Source: an optimization exercise on an open RTL-to-GDS flow (aim: small area). Production flows keep margins and buffers that such runs may drop. The RTL was checked by simulation tests, not by an equivalence proof against the original design. No activity file was given, so power comes from the tool's default toggle rates.

--- design/flow/design.v ---
package ppc_pkg;
  localparam int INST_W  = 32;
  localparam int FETCH_W = 64;
  localparam logic [1:0] POP_NONE = 2'd0;
  localparam logic [1:0] POP_ONE  = 2'd1;
  localparam logic [1:0] POP_TWO  = 2'd2;
  function automatic logic [1:0] clampPop(input logic [1:0] req);
    clampPop = (req == 2'd3) ? POP_TWO : req;
  endfunction
endpackage
module iq_storage #(
  parameter int ROWS = 32,
  parameter int IW   = 32
) (
  input  logic            clk,
  input  logic [ROWS-1:0] wrSel,
  input  logic [ROWS-1:0] wrHold,
  input  logic [0:IW-1]   wrEven,
  input  logic [0:IW-1]   wrOdd,
  input  logic [ROWS-1:0] rdSelEven,
  input  logic [ROWS-1:0] rdSelOdd,
  output logic [0:IW-1]   rdEven,
  output logic [0:IW-1]   rdOdd
);
  logic [ROWS-1:0][0:IW-1] even;
  logic [ROWS-1:0][0:IW-1] odd;
  for (genvar i = 0; i < ROWS; i++) begin : g_row
    always_ff @(posedge clk) begin
      even[i] <= (wrEven & {IW{wrSel[i]}}) | (even[i] & {IW{wrHold[i]}});
      odd[i]  <= (wrOdd  & {IW{wrSel[i]}}) | (odd[i]  & {IW{wrHold[i]}});
    end
  end
  always_comb begin
    rdEven = '0;
    rdOdd  = '0;
    for (int i = 0; i < ROWS; i++) begin
      rdEven = rdEven | (even[i] & {IW{rdSelEven[i]}});
      rdOdd  = rdOdd  | (odd[i]  & {IW{rdSelOdd[i]}});
    end
  end
endmodule
module inst_fetch_queue
#(
  parameter int DEPTH = 64,
  parameter int IW    = ppc_pkg::INST_W,
  parameter int PW    = 6
) (
  input  logic            clk,
  input  logic            rst,
  input  logic            flush,
  input  logic            push_valid,
  input  logic [0:2*IW-1] push_data,
  output logic            push_ready,
  output logic            head0_valid,
  output logic [0:IW-1]   head0_inst,
  output logic            head1_valid,
  output logic [0:IW-1]   head1_inst,
  input  logic [0:1]      pop_count,
  output logic [0:PW]     count,
  output logic            overflow_err,
  output logic            pop_err
);
  localparam int ROWS = DEPTH / 2;
  localparam int RW   = PW - 1;
  logic            headPar;
  logic [RW-1:0]   oddRow, evenRow;
  logic [RW-1:0]   tailRow;
  logic [PW:0]     occ;
  logic            head0Even, head0Odd, head1Even, head1Odd;
  logic [1:0]      popReq;
  logic [1:0]      popEff;
  logic            pushAcc;
  logic            pushRefused;
  logic            popBad;
  logic            ge1, ge2;
  logic            oddRowStep, evenRowStep;
  logic            headParNext;
  logic [PW:0]     occNext;
  logic            ge1Next, ge2Next;
  assign ge1         = (occ != '0);
  assign ge2         = (occ[PW:1] != '0);
  assign push_ready  = ~occ[PW] & ~(&occ[PW-1:0]);
  assign pushAcc     = push_valid & push_ready & ~flush;
  assign pushRefused = push_valid & ~push_ready & ~flush;
  assign popReq = ppc_pkg::clampPop(pop_count);
  assign popEff = ge2 ? popReq : {1'b0, ge1 & (popReq != 2'd0)};
  assign popBad = ~flush & ((pop_count == 2'd3) | (~ge2 & (pop_count > 2'(occ[0]))));
  assign oddRowStep  = popEff[1] | (popEff[0] &  headPar);
  assign evenRowStep = popEff[1] | (popEff[0] & ~headPar);
  assign headParNext = headPar ^ popEff[0];
  assign occNext     = occ - (PW+1)'(popEff) + (pushAcc ? (PW+1)'(2) : '0);
  assign ge1Next     = (occNext != '0);
  assign ge2Next     = (occNext[PW:1] != '0);
  always_ff @(posedge clk or posedge rst) begin
    if (rst) begin
      headPar      <= 1'b0;
      oddRow       <= '0;
      evenRow      <= '0;
      tailRow      <= '0;
      occ          <= '0;
      head0Even    <= 1'b0;
      head0Odd     <= 1'b0;
      head1Even    <= 1'b0;
      head1Odd     <= 1'b0;
      overflow_err <= 1'b0;
      pop_err      <= 1'b0;
    end else begin
      if (flush) begin
        headPar   <= 1'b0;
        oddRow    <= '0;
        evenRow   <= '0;
        tailRow   <= '0;
        occ       <= '0;
        head0Even <= 1'b0;
        head0Odd  <= 1'b0;
        head1Even <= 1'b0;
        head1Odd  <= 1'b0;
      end else begin
        headPar <= headParNext;
        if (oddRowStep)  oddRow    <= oddRow + RW'(1);
        if (evenRowStep) evenRow   <= evenRow + RW'(1);
        if (pushAcc)     tailRow   <= tailRow + RW'(1);
        occ       <= occNext;
        head0Even <= ~headParNext & ge1Next;
        head0Odd  <=  headParNext & ge1Next;
        head1Even <=  headParNext & ge2Next;
        head1Odd  <= ~headParNext & ge2Next;
      end
      if (pushRefused) overflow_err <= 1'b1;
      if (popBad)      pop_err      <= 1'b1;
    end
  end
  logic [ROWS-1:0] wrSel, wrHold;
  always_comb begin
    for (int i = 0; i < ROWS; i++) wrSel[i] = pushAcc & (tailRow == RW'(i));
  end
  assign wrHold = ~wrSel;
  logic [ROWS-1:0] rdSelEven, rdSelOdd;
  logic [0:IW-1]   rdEven, rdOdd;
  always_comb begin
    for (int i = 0; i < ROWS; i++) begin
      rdSelEven[i] = (evenRow == RW'(i));
      rdSelOdd[i]  = (oddRow  == RW'(i));
    end
  end
  iq_storage #(
    .ROWS (ROWS),
    .IW   (IW)
  ) storage (
    .clk       (clk),
    .wrSel     (wrSel),
    .wrHold    (wrHold),
    .wrEven    (push_data[0:IW-1]),
    .wrOdd     (push_data[IW:2*IW-1]),
    .rdSelEven (rdSelEven),
    .rdSelOdd  (rdSelOdd),
    .rdEven    (rdEven),
    .rdOdd     (rdOdd)
  );
  assign count       = occ;
  assign head0_valid = ge1;
  assign head1_valid = ge2;
  assign head0_inst  = (rdEven & {IW{head0Even}}) | (rdOdd & {IW{head0Odd}});
  assign head1_inst  = (rdEven & {IW{head1Even}}) | (rdOdd & {IW{head1Odd}});
endmodule
--- design/flow/flow/run.sh ---
#!/bin/bash
# The standard layout (standard.sh: the standard synthesis, then ORFS to finish), with one
# change: the buffers ORFS puts on the input and output ports are buf_2 cells instead of the
# resizer's default pick. Every port still gets its own buffer.
set -euo pipefail
export BUFFER_PORTS_ARGS="-buffer_cell sky130_fd_sc_hd__buf_2"
bash standard.sh finish > standard_finish.log 2>&1
--- design/flow/standard.sh ---
#!/bin/bash
# synth_recipe.tcl (not shown) runs the flow's synth.tcl, then flattens the netlist and writes it again
# the make line also repeats each setting of config.mk as NAME=value (left out here)
make -C /OpenROAD-flow-scripts/flow DESIGN_CONFIG=/design/flow/config.mk WORK_HOME=/design/flow/orfs CLKGATE_MAP_FILE= SYNTH_SCRIPT=/design/flow/synth_recipe.tcl "${@:-finish}"
--- design/flow/config.mk ---
export PLATFORM = sky130hd
export DESIGN_NAME = inst_fetch_queue
export DESIGN_NICKNAME = inst_fetch_queue
export VERILOG_FILES = /design/flow/design.v
export SDC_FILE = /design/flow/constraint.sdc
export NUM_CORES = 4
export LEC_CHECK = 0
export CAP_MARGIN = 20
export CORE_MARGIN = 2
export CORE_UTILIZATION = 70
export CTS_BUF_LIST = sky130_fd_sc_hd__clkbuf_8
export CTS_CLUSTER_DIAMETER = 60
export CTS_CLUSTER_SIZE = 20
export SETUP_SLACK_MARGIN = 0.15
export SLEW_MARGIN = 20
export SYNTH_HIERARCHICAL = 1
--- design/flow/constraint.sdc ---
create_clock -name core_clock -period 5.5 [get_ports {clk}]
set_input_delay 1.1000 -clock core_clock [delete_from_list [all_inputs] [get_ports {clk}]]
set_output_delay 1.1000 -clock core_clock [all_outputs]
set_load 0.01 [all_outputs]
==> impl_metrics.csv <==
group,metric,value,unit
global_route,grt_pass1_wl,399000,um
routing,vias_per_cell,8.15,
sta,min_period,5.40,ns
clock_tree,clk-insertion-delay-late,0.93,ns
synthesis,syn_area,75400,um2
place,dp_slack,1.13,ns
synthesis,synthTopCellsByArea,"dfxtp_1 (54%), a22o_1 (25%), a22oi_1 (10%)",
clock_tree,root_buffer,"clkbuf_8",
synthesis,synthTopCellsByCount,"a22o_1 (2112), dfxtp_1 (2048), a22oi_1 (1024)",
critical_path,endpoint_kind,"output pin",
routing,routed_wl,275000,um
critical_path,arrival,4.30,ns
critical_path,r2r-end,"storage.even[292]",
synthesis,ys_warn_count,8,
layout,layout-drive-gt1-share,10.7,%
routing,ant_nets,0,
sta,tightest_slew,1.26,ns
floorplan,dieArea,110000,um2
sta,hold_viol,0,
floorplan,ios,146,
sta,finalSetupTns,0,ns
critical_path,critPathKind,"flip-flop to output pin",
power_and_ir_drop,p_total,33.0,mW
synthesis,synth_top_area_cell,"dfxtp_1",
synthesis,async_reset_ff_share,1.40,%
clock_tree,clock_sinks,2077,
critical_path,rrSetupSlack,1.56,ns
clock_tree,tritoncts,"built",
global_route,grt_pass1_vias,59800,
critical_path,path_max_fanout,32,
routing,routedWlPerCell,35.2,um
synthesis,syn-instance-count,6712,
floorplan,die_h,332,um
layout,nNetsFinal,6389,
layout,fill_cells,7403,
routing,dr.max_layer_used,"met5",
routing,wl_met3,43100,um
layout,multi_input_area,30800,um2
critical_path,critPathRequiredTime,4.40,ns
run,max_cap_viol_count,0,
critical_path,cp-start-kind,"flip-flop",
power_and_ir_drop,max-vdd-ir-drop,0.337,mV
floorplan,fp-row-count,120,
outcome,status,"complete, no violations",
sta,clock_skew,0.0347,ns
sta,slew_viol_final,0,
power_and_ir_drop,p_leak,30.6,nW
hold_path,min_path_type,"primary input to async pin",
critical_path,cp-startpoint,"oddRow[0]",
sta,setup_viol,0,
clock_tree,cts_made_buffers,139,
critical_path,cp_slowest_cell,"or4_1",
critical_path,path_cells,"ha_1, and3_1, ha_2, a22oi_1, nand4_1, or4_1, a22o_1, buf_2",
synthesis,ys_ff_latch,2077,
synthesis,seq_area_frac_synth,55.4,%
place,gp_congestion,0.935,
clock_tree,clkSlewWorstSetupHoldPaths,0.12,ns
sta,max_freq,185,MHz
sta,fin_ws,0.101,ns
critical_path,reg2reg_depth,8,
clock_tree,postCtsHoldBufs,0,
global_route,grtUsageTotal,47.6,%
routing,firstDrtPassIters,7,
floorplan,initial_utilization,70.5,%
power_and_ir_drop,pwr_density_cell,414,nW/um2
synthesis,synth_nets,6817,
sta,finalCritPeriodShare,98.2,%
critical_path,crit_end,"head1_inst[24]",
layout,syn_to_final_growth,5.65,%
routing,first_iter_violations,10600,
place,io_buffers,145,
clock_tree,htreeDepth,4,
place,dpl.hpwl,157000,um
sta,rsz0062_at_grt,"true",
synthesis,yosys.cell_count.top_type,"a22o_1",
floorplan,core,107000,um2
layout,register_area,41700,um2
synthesis,synth_top_area_share,54.4,%
global_route,antenna_found_initial,29,
critical_path,crit_path_max_incr_delay,0.91,ns
global_route,grt_remaining_overflow,0,
routing,drcViolationCount,0,
routing,vias,63500,
clock_tree,clockBufferDepth,3,
floorplan,die_x,332,um
synthesis,synth_flop_cell,"dfxtp_1",
synthesis,synth_cell_types,47,
synthesis,synth_edf_count,0,
critical_path,r2r-start,"occ[2]",
synthesis,postSynthAreaPerCell,11.2,um2
sta,relSlewSlack,16.0,%
routing,wl_met2,114000,um
global_route,grt_max_degree,65,
routing,met1Wirelength,98800,um
-- worst min-delay path by stage --
stage / from / endpoint / slack (ns) / depth (start not counted)
after floorplan: storage.even[1023] / storage.even[1023] / 0.44 / 1
after global placement: storage.even[1006] / storage.even[1006] / 0.45 / 1
after detailed placement: storage.even[543] / storage.even[543] / 0.45 / 1
after CTS: rst / occ[2] / 0.25 / 3
after global routing: rst / oddRow[3] / 0.31 / 3
final: rst / occ[2] / 0.28 / 3
-- worst max-delay path: cells and delay by family (launching register included) --
family                     cells  cell delay [ns]
buffers and inverters          1             0.14
and+or+nand+nor                3             1.36
DFF                            1             0.47
adders and majority gates      2             0.80
AOI/OAI and AO/OA              2             0.61
-- metrics by stage --
step | std cells | area (um2) | hold slack, ns | utilization [%]
after floorplan | 6712 | 75400 | 0.440 | -
after global placement | 7536 | 76300 | 0.453 | 71.4
after detailed placement | 7537 | 76300 | 0.453 | 71.4
after CTS | 7769 | 79400 | 0.253 | 74.2
after global routing | 7784 | 79600 | 0.312 | 74.5
final | 7792 | 79600 | 0.284 | 74.5
-- sequential cells by signal, indices dropped and copies added, names as in the netlist, 5 cells and up --
register      flops
storage.even   1024
evenRow           5
storage.odd    1024
occ               7
oddRow            5
tailRow           5
-- per-layer routing --
layer | global-route usage, % | vias to the layer above
met1 | 60.4 | 31000
met5 | 0 | -
met3 | 18.2 | 1213
met4 | 29.4 | 22
met2 | 68.5 | 5605
li1 | - | 25700
-- logic make-up after synthesis --
kind of cell | synth area share, %
compound gates | 35.0
flops | 55.4
buf+inv | 4.92
simple gates | 3.96
fa+ha+maj | 0.601
xor+xnor | 0.139
-- where the power goes --
part	total, mW	internal, mW	switching, mW	leakage (nW)
clock network	8.48	3.46	5.02	1.58
logic	7.05	2.49	4.55	12.1
registers	17.5	16.5	0.967	16.9
total	33.0	22.4	10.5	30.6
-- repair_timing --
action / CTS / global route
buffers inserted: 0 / 0
cloned: 3 / 4
pin swaps: 1 / 6
setup endpoints to repair: 4 / 64
endpoints found under the hold margin: 0 / 0
resized for setup: 2 / 38
-- area by class of cell --
cell class	instances	area share (%)
sequential	2077	52.4
multi-input combinational	3725	38.7
clock buffer	160	2.77
timing repair buffer	286	2.56
tap	1403	2.20
clock inverter	69	1.03
inverter	55	0.284
antenna	17	0.0534
-- placed cells by master, fill, tap and decap left out, drive strengths merged, types with 3 or more instances in the layout --
cell and count:
a211oi 3, a21oi 10, a22o 2112, a22oi 1024, and2 3, and3 6, buf 286, bufinv 15
clkbuf 160, clkinv 39, clkinvlp 7, dfrtp 29, dfxtp 2048, diode 17, ha 33, inv 63
nand2 37, nand2b 6, nand3 17, nand4 263, nor2 97, nor2b 6, nor3 5, o21ai 4
or3 3, or4 65, xnor2 5, xor2 7

re-timing with driven ports:
No port has a modelled driver above. Below, the same layout with a new extraction and two added sets of constraints. Step 1 assumes that a clkbuf_16 drives the clock port and a buf_2 every other input. Step 2 times the ports against the registers' clock, not the clock port: input delays grow and output delays shrink by t, the midpoint of the rising clock arrivals with the driver on. a / b / c = ideal ports / drivers / drivers and shift; a / b = the first two.
shift t [ns]: 0.978
slack for setup (ns): 0.101 / 0.025 / 0.976
clock arrival spread, ns: 0.050 / 0.051
worst register clock-pin slew, ns: 0.12 / 0.12
worst data-port slew with drivers (ns): 0.16
After both steps this run still meets setup and hold. The setup slack of this run moves by -0.076 ns with the drivers and by +0.875 ns with both steps.
